Background: an optimization exercise with open tools, aiming at small area, a short achievable clock period and few clock cycles. Do not read the settings as production practice. In this exercise RTL edits were held to simulation tests only and were not proved equivalent to the original. Power and IR drop assume default switching activity.

==> design/flow/design.v <==
module tensor_axis_permute_addresses_top #(
   parameter int RANK_LIMIT = 4,
   parameter int AXIS_BITS  = 8,
   parameter int VALUE_BITS = 32
) (
   input  logic        clock,
   input  logic        reset,
   input  logic        req_valid,
   output logic        req_ready,
   input  logic [31:0] req_element_value,
   output logic        rsp_valid,
   input  logic        rsp_ready,
   output logic [31:0] rsp_dest_address,
   output logic [31:0] rsp_moved_value,
   output logic        rsp_final_element,
   input  logic        csr_valid,
   output logic        csr_ready,
   input  logic [1:0]  csr_index,
   input  logic [31:0] csr_data
);
   localparam int VALUE_WIDTH       = 32;
   localparam int ADDR_WIDTH        = 32;
   localparam int RANK_WIDTH        = 3;
   localparam int SIZES_WIDTH       = 32;
   localparam int ORDER_WIDTH       = 8;
   localparam int ORDER_FIELD_WIDTH = 2;
   localparam int HW_AXES           = 4;
   localparam logic [1:0] CSR_TENSOR_RANK = 2'd0;
   localparam logic [1:0] CSR_AXIS_SIZES  = 2'd1;
   localparam logic [1:0] CSR_AXIS_ORDER  = 2'd2;
   localparam logic [RANK_WIDTH-1:0]  RANK_RESET  = 3'd1;
   localparam logic [SIZES_WIDTH-1:0] SIZES_RESET = 32'd0;
   localparam logic [ORDER_WIDTH-1:0] ORDER_RESET = 8'd228;
   localparam int ADDR_W   = ADDR_WIDTH;
   localparam int VAL_W    = VALUE_WIDTH;
   localparam int DSIZE_W  = AXIS_BITS + 1;
   localparam int SP_W     = ADDR_W + DSIZE_W;
   localparam int TP_W     = ADDR_W + AXIS_BITS;
   localparam int SETTLE_W = $clog2(RANK_LIMIT + 1);
   localparam logic [VAL_W-1:0] VALUE_MASK =
      (VALUE_BITS >= VAL_W) ? {VAL_W{1'b1}} : VAL_W'((64'd1 << VALUE_BITS) - 64'd1);
   logic [RANK_WIDTH-1:0]  rank_ff;
   logic [SIZES_WIDTH-1:0] sizes_ff;
   logic [ORDER_WIDTH-1:0] order_ff;
   logic [SETTLE_W-1:0]    settle_ff;
   logic [3:0] rank_ext;
   logic [3:0] arank;
   logic [RANK_LIMIT-1:0][AXIS_BITS-1:0] coord_ff;
   logic [RANK_LIMIT-1:0][AXIS_BITS-1:0] coord_in;
   logic [RANK_LIMIT-1:0][AXIS_BITS-1:0] smo;
   logic [RANK_LIMIT-1:0][ORDER_FIELD_WIDTH-1:0] order_src;
   logic [RANK_LIMIT-1:0][DSIZE_W-1:0]   dsize;
   logic [RANK_LIMIT-1:0][ADDR_W-1:0]    stride_ff;
   logic [RANK_LIMIT-1:0][ADDR_W-1:0]    stride_in;
   logic [RANK_LIMIT-1:0][AXIS_BITS-1:0] dcoord_in;
   logic [RANK_LIMIT-1:0]                top_axis;
   logic [RANK_LIMIT-1:0]                in_use;
   logic                                 last_in;
   logic                                 carry;
   logic                 s1_valid_ff;
   logic [VAL_W-1:0]     s1_value_ff;
   logic [RANK_LIMIT-1:0][AXIS_BITS-1:0] s1_dcoord_ff;
   logic                 s1_last_ff;
   logic                 s2_valid_ff;
   logic [VAL_W-1:0]     s2_value_ff;
   logic [RANK_LIMIT-1:0][ADDR_W-1:0] s2_term_ff;
   logic [RANK_LIMIT-1:0][ADDR_W-1:0] s2_term_in;
   logic                 s2_last_ff;
   logic                 rsp_valid_ff;
   logic [ADDR_W-1:0]    rsp_addr_ff;
   logic [ADDR_W-1:0]    rsp_addr_in;
   logic [VAL_W-1:0]     rsp_value_ff;
   logic                 rsp_last_ff;
   logic s3_ready, s2_ready, s1_ready;
   logic out_load, s2_load, req_fire, csr_fire;
   assign s3_ready = !rsp_valid_ff || rsp_ready;
   assign out_load = s2_valid_ff && s3_ready;
   assign s2_ready = !s2_valid_ff || s3_ready;
   assign s2_load  = s1_valid_ff && s2_ready;
   assign s1_ready = !s1_valid_ff || s2_ready;
   assign req_ready = s1_ready && (settle_ff == '0);
   assign req_fire  = req_valid && req_ready;
   assign csr_ready = 1'b1;
   assign csr_fire  = csr_valid && csr_ready;
   assign rsp_valid         = rsp_valid_ff;
   assign rsp_dest_address  = rsp_addr_ff;
   assign rsp_moved_value   = rsp_value_ff;
   assign rsp_final_element = rsp_last_ff;
   always_comb begin
      rank_ext = {1'b0, rank_ff};
      if (rank_ext == 4'd0) begin
         arank = 4'd1;
      end else if (rank_ext > 4'(RANK_LIMIT)) begin
         arank = 4'(RANK_LIMIT);
      end else begin
         arank = rank_ext;
      end
   end
   for (genvar a = 0; a < RANK_LIMIT; a++) begin : g_field
      if (a < HW_AXES && a * AXIS_BITS < SIZES_WIDTH) begin : g_size
         assign smo[a] = AXIS_BITS'(sizes_ff >> (a * AXIS_BITS));
      end else begin : g_size_none
         assign smo[a] = '0;
      end
      if (a < HW_AXES) begin : g_order
         assign order_src[a] = order_ff[a*ORDER_FIELD_WIDTH +: ORDER_FIELD_WIDTH];
      end else begin : g_order_none
         assign order_src[a] = '0;
      end
   end
   always_comb begin
      for (int j = 0; j < RANK_LIMIT; j++) begin
         dsize[j]     = DSIZE_W'(1);
         dcoord_in[j] = '0;
         if (4'(j) < arank && {2'b00, order_src[j]} < arank) begin
            for (int i = 0; i < RANK_LIMIT; i++) begin
               if (int'(order_src[j]) == i) begin
                  dsize[j]     = DSIZE_W'(smo[i]) + DSIZE_W'(1);
                  dcoord_in[j] = coord_ff[i];
               end
            end
         end
      end
   end
   for (genvar j = 0; j < RANK_LIMIT; j++) begin : g_stride
      if (j == RANK_LIMIT - 1) begin : g_last
         assign stride_in[j] = ADDR_W'(1);
      end else begin : g_mul
         assign stride_in[j] = ADDR_W'(SP_W'(stride_ff[j+1]) * SP_W'(dsize[j+1]));
      end
   end
   always_comb begin
      last_in  = 1'b1;
      carry    = 1'b1;
      coord_in = coord_ff;
      for (int i = 0; i < RANK_LIMIT; i++) begin
         in_use[i]   = 4'(i) < arank;
         top_axis[i] = coord_ff[i] >= smo[i];
         if (in_use[i] && !top_axis[i]) begin
            last_in = 1'b0;
         end
      end
      for (int i = RANK_LIMIT - 1; i >= 0; i--) begin
         if (in_use[i]) begin
            if (carry) begin
               coord_in[i] = top_axis[i] ? '0 : coord_ff[i] + AXIS_BITS'(1);
            end
            carry = carry && top_axis[i];
         end
      end
      if (last_in) begin
         coord_in = '0;
      end
   end
   always_comb begin
      for (int j = 0; j < RANK_LIMIT; j++) begin
         s2_term_in[j] = ADDR_W'(TP_W'(s1_dcoord_ff[j]) * TP_W'(stride_ff[j]));
      end
   end
   always_comb begin
      rsp_addr_in = '0;
      for (int j = 0; j < RANK_LIMIT; j++) begin
         rsp_addr_in = rsp_addr_in + s2_term_ff[j];
      end
   end
   always_ff @(posedge clock) begin
      if (reset) begin
         rank_ff      <= RANK_RESET;
         sizes_ff     <= SIZES_RESET;
         order_ff     <= ORDER_RESET;
         settle_ff    <= SETTLE_W'(RANK_LIMIT);
         coord_ff     <= '0;
         s1_valid_ff  <= 1'b0;
         s2_valid_ff  <= 1'b0;
         rsp_valid_ff <= 1'b0;
      end else begin
         if (csr_fire) begin
            settle_ff <= SETTLE_W'(RANK_LIMIT);
            case (csr_index)
               CSR_TENSOR_RANK: rank_ff  <= csr_data[RANK_WIDTH-1:0];
               CSR_AXIS_SIZES:  sizes_ff <= csr_data[SIZES_WIDTH-1:0];
               CSR_AXIS_ORDER:  order_ff <= csr_data[ORDER_WIDTH-1:0];
               default: begin
               end
            endcase
         end else if (settle_ff != '0) begin
            settle_ff <= settle_ff - SETTLE_W'(1);
         end
         if (req_fire) begin
            coord_ff <= coord_in;
         end
         if (s1_ready) begin
            s1_valid_ff <= req_fire;
         end
         if (s2_ready) begin
            s2_valid_ff <= s1_valid_ff;
         end
         if (out_load) begin
            rsp_valid_ff <= 1'b1;
         end else if (rsp_ready) begin
            rsp_valid_ff <= 1'b0;
         end
      end
   end
   always_ff @(posedge clock) begin
      stride_ff <= stride_in;
      if (req_fire) begin
         s1_value_ff  <= req_element_value & VALUE_MASK;
         s1_dcoord_ff <= dcoord_in;
         s1_last_ff   <= last_in;
      end
      if (s2_load) begin
         s2_value_ff <= s1_value_ff;
         s2_term_ff  <= s2_term_in;
         s2_last_ff  <= s1_last_ff;
      end
      if (out_load) begin
         rsp_addr_ff  <= rsp_addr_in;
         rsp_value_ff <= s2_value_ff;
         rsp_last_ff  <= s2_last_ff;
      end
   end
endmodule
==> design/flow/run.sh <==
#!/bin/bash
# synth_recipe.tcl (not shown) runs the flow's synth.tcl, then flattens the netlist and writes it again
# the make line also repeats each setting of config.mk as NAME=value (left out here)
make -C /OpenROAD-flow-scripts/flow DESIGN_CONFIG=/design/flow/config.mk WORK_HOME=/design/flow/orfs CLKGATE_MAP_FILE= SYNTH_SCRIPT=/design/flow/synth_recipe.tcl finish
==> design/flow/config.mk <==
export PLATFORM = sky130hd
export DESIGN_NAME = tensor_axis_permute_addresses_top
export DESIGN_NICKNAME = tensor_axis_permute_addresses_top
export VERILOG_FILES = /design/flow/design.v
export SDC_FILE = /design/flow/constraint.sdc
export NUM_CORES = 4
export LEC_CHECK = 0
export CAP_MARGIN = 20
export CORE_MARGIN = 2
export CORE_UTILIZATION = 40
export PLACE_DENSITY = 0.6
export SLEW_MARGIN = 20
==> design/flow/constraint.sdc <==
create_clock -name core_clock -period 7.0 [get_ports {clock}]
set_input_delay 1.4000 -clock core_clock [delete_from_list [all_inputs] [get_ports {clock}]]
set_output_delay 1.4000 -clock core_clock [all_outputs]
set_load 0.01 [all_outputs]
==> run summary <==
-- worst min-delay path by stage --
stage | cells after the start | slack (ps) | end | from
floorplan | 0 | 400 | rsp_last_ff | s2_last_ff
global placement | 0 | 400 | s2_value_ff[4] | s1_value_ff[4]
detailed placement | 0 | 400 | rsp_value_ff[22] | s2_value_ff[22]
CTS | 0 | 420 | s2_value_ff[16] | s1_value_ff[16]
global route | 0 | 420 | s2_last_ff | s1_last_ff
finish | 0 | 420 | s2_value_ff[10] | s1_value_ff[10]
-- area by class of cell --
| cell class | count | area [um^2] | area share |
|---|---|---|---|
| multi-input cells | 2687 | 25240 | 0.5963 |
| flip-flops and latches | 385 | 10190 | 0.2407 |
| inverters | 540 | 2027 | 0.04789 |
| repair buffers | 187 | 1754 | 0.04144 |
| well taps | 1254 | 1569 | 0.03707 |
| clock buffers | 57 | 1222 | 0.02888 |
| clock inverters | 27 | 321.6 | 0.007597 |
| diodes | 1 | 2.502 | 0.00005912 |
-- routing by layer --
metal | part of all wire | track usage
met2 | 0.44 | 0.2953
met3 | 0.062 | 0.03441
met1 | 0.47 | 0.2678
met4 | 0.021 | 0.04316
met5 | 0 | 0
-- cells in the final DEF, fill, tap and decap left out, types with 24 or more instances in the layout --
master | synthesis | final
a21oi_1 | 136 | 136
nor3_1 | 35 | 35
buf_4 | 1 | 49
nand2_1 | 526 | 526
and2_1 | 331 | 331
nor2_1 | 143 | 142
xor2_1 | 24 | 24
a31oi_1 | 24 | 24
inv_1 | 539 | 538
clkbuf_16 | 0 | 46
fa_1 | 480 | 480
dfxtp_1 | 137 | 137
a21o_1 | 46 | 46
mux4_2 | 56 | 56
clkdlybuf4s50_1 | 0 | 136
o21ai_0 | 80 | 80
nand3_1 | 45 | 45
edfxtp_1 | 248 | 248
xnor2_1 | 114 | 114
ha_1 | 324 | 324
nor2b_1 | 44 | 43
-- state kept, by name, indices dropped and copies added (netlist names) --
| register | cells |
|---|---|
| s1_valid_ff | 1 |
| stride_ff | 56 |
| s2_term_ff | 85 |
| settle_ff | 3 |
| s1_value_ff | 32 |
| s1_last_ff | 1 |
| s2_valid_ff | 1 |
| s2_value_ff | 32 |
| rsp_valid_ff | 1 |
| rsp_addr_ff | 32 |
| coord_ff | 32 |
| sizes_ff | 32 |
| rsp_value_ff | 32 |
| rsp_last_ff | 1 |
| s1_dcoord_ff | 32 |
| s2_last_ff | 1 |
| rank_ff | 3 |
| order_ff | 8 |
-- cells by family after synthesis --
kind of cell               after synthesis  synth area share
other                                    1        0.00009899
and+or+nand+nor                       1221            0.1565
buffers and inverters                  665           0.06609
xor gates and xnor gates               138           0.03191
adders and majority gates              804            0.3607
DFF                                    385            0.2690
AOI/OAI and AO/OA                      450           0.07798
muxes                                   73           0.03782
-- metrics by stage --
| step | instance area, um^2 | total power [mW] | util | setup slack [ps] | cells |
|---|---|---|---|---|---|
| after floorplan | 37890 | 2.804 | - | 444.5 | 3737 |
| after global placement | 40750 | 2.951 | 0.4353 | 327.2 | 5053 |
| after detailed placement | 40750 | 2.956 | 0.4353 | 245.0 | 5053 |
| after CTS | 42300 | 5.410 | 0.4518 | 161.2 | 5137 |
| after global routing | 42320 | 5.544 | 0.4521 | -24.31 | 5137 |
| final | 42330 | 5.337 | 0.4522 | 446.7 | 5138 |
-- power by group through the flow --
stage,sequential (mW),combinational [mW],clock [mW]
after floorplan,2.52,0.285,0
after global placement,2.54,0.412,0
after detailed placement,2.54,0.416,0
after CTS,2.49,0.418,2.50
after global routing,2.50,0.464,2.58
final,2.49,0.416,2.43
-- critical path, cell delays in order (launching register included) --
cell and delay, ps:
dfxtp_1 500, nand2_1 160, ha_1 290, o21ai_0 60
a31oi_1 180, buf_4 280, nand2b_1 390, nand2_1 140
fa_1 540, inv_1 50, fa_1 500, inv_1 50
fa_1 480, fa_1 490, inv_1 40, ha_1 340
o21ai_0 130, o21ai_0 340, a311oi_2 210, o311ai_1 500
nand2_1 80, o21ai_0 330, o41ai_1 140, xnor2_1 130
==> run summary <==
GP Congestion: 0.9129
drt total wl: 88,690 um
Final #Nets: 4,722
Routed WL per cell: 17.26 um
Yosys top cell area share: 0.2537
worst skew pair latency: 600 ps
initial drt markers: 1,757
Seq/Total Area, Yosys: 0.2690
I/O pin count: 139
overall routing resource usage: 0.1873
Seq cells post-synth: 385
HPWL after DPL: 70,250 um
Num CTS Buffers: 46
Seq pwr share: 0.467
Synth area leaders: fa_1, edfxtp_1, ha_1
CTS tree: done
count of final setup violators: 0
Max Clock Freq: 152.6 MHz
ratio of final minimum period to clock period: 0.9362
final slew viol count: 0
die area: 97,180 um^2
vias in the first global route: 27,270
Max Cap Viol: 0
Root Buffer: clkbuf_16
Worst Tran Pin Value: 1093 ps
mapped cell area: 37,880 um^2
drt drc: 0
CTS Sinks: 385
Starting Density: 0.4047
syn_nets: 4,612
Unique masters post-synth: 81
CTS clk-pin slew, worst paths: 60 ps
Via Count: 26,140
Worst setup endpoint: stride_ff[27]
via-per-instance ratio: 5.088
# port buffers: 137
chip height: 311.7 um
hold slack: 416.3 ps
largest net degree at the start of global routing: 119
Post-synth EDFFs: 248
initial antenna violation count: 1
# rows: 112
worst vdd ir: 0.0001432 V
Rel. slew slack: 0.2704
clk buf depth: 3
P per Cell Area: 126.1 nW/um^2
Setup crit end kind: register
Worst setup startpoint: rank_ff[1]
Yosys warning count: 1
RR Startpoint: rank_ff[1]
# fillers: 8,944
Cell Int Power: 4.075 mW
P_sw: 1.262 mW
hold_buf cts: 0
area growth from synthesis to layout: 11.73%
crit path launch type: register
Gate Count Post-Synth: 3,737
Setup TNS: 0 ps
worst hold path type: register to register
Critical Path AT: 6970 ps
grt total ovfl: 0
Async SR Flop Fraction: 0
Setup CP Type: register to register
Commonest cells post-synth: inv_1, nand2_1, fa_1
switching portion of total power: 0.2365
Post CTS Setup Buffer Count: 0
Post-Syn Area per Cell: 10.14 um^2
logic gate share of total power: 0.078
clock power share: 0.455
post-route ant nets: 0
CTS resizes: 0
status: no timing/DRC/antenna violations
Max H-tree Level: 2
Worst EP required: 7420 ps
Die X-Extent: 311.7 um
Lkg Pwr: 17.31 nW
Pre-antenna DRT Iters: 5
FF-to-FF path depth: 23
worst-path fanout max: 17
Clock Skew: 71.02 ps
r2r setup slk: 450 ps
core region area: 93,610 um^2
minimum clock period after layout: 6553 ps
first-pass GRT wire length: 147,100 um
Final Hold Fails: 0
share of cells above drive strength 1: 0.05511
reg2reg end: stride_ff[27]
leading area contributor after synthesis: fa_1
most numerous cell in the Yosys netlist: inv_1
Primary FF master, synth: edfxtp_1
Testbench counts, summed over its fixed seeds: cycles 13,358.

afterwards: timing with drivers on the ports:
How much do the figures lean on ideal ports? The routed layout below was timed once more, with nothing changed but the port constraints.
Step 1: set_driving_cell puts a clkbuf_16 on clock and a buf_2 on each other input, an assumption about the parent block.
Step 2 times the ports against the registers' clock, not the clock port: input delays grow and output delays shrink by t, the midpoint of the rising clock arrivals with the driver on.
Slacks: ideal ports / drivers / drivers and shift; pairs: ideal ports / drivers.
t, ns: 0.629
slack for setup (ns): 0.447 / 0.447 / 0.447
worst setup path at the end: register to register
latest minus earliest clock arrival (ns): 0.071 / 0.071
slew at the worst register clock pin (ns): 0.06 / 0.06
After both steps this run still meets setup and hold. For this run, drivers alone change the setup slack by 0.000 ns; drivers and shift together by 0.000 ns.
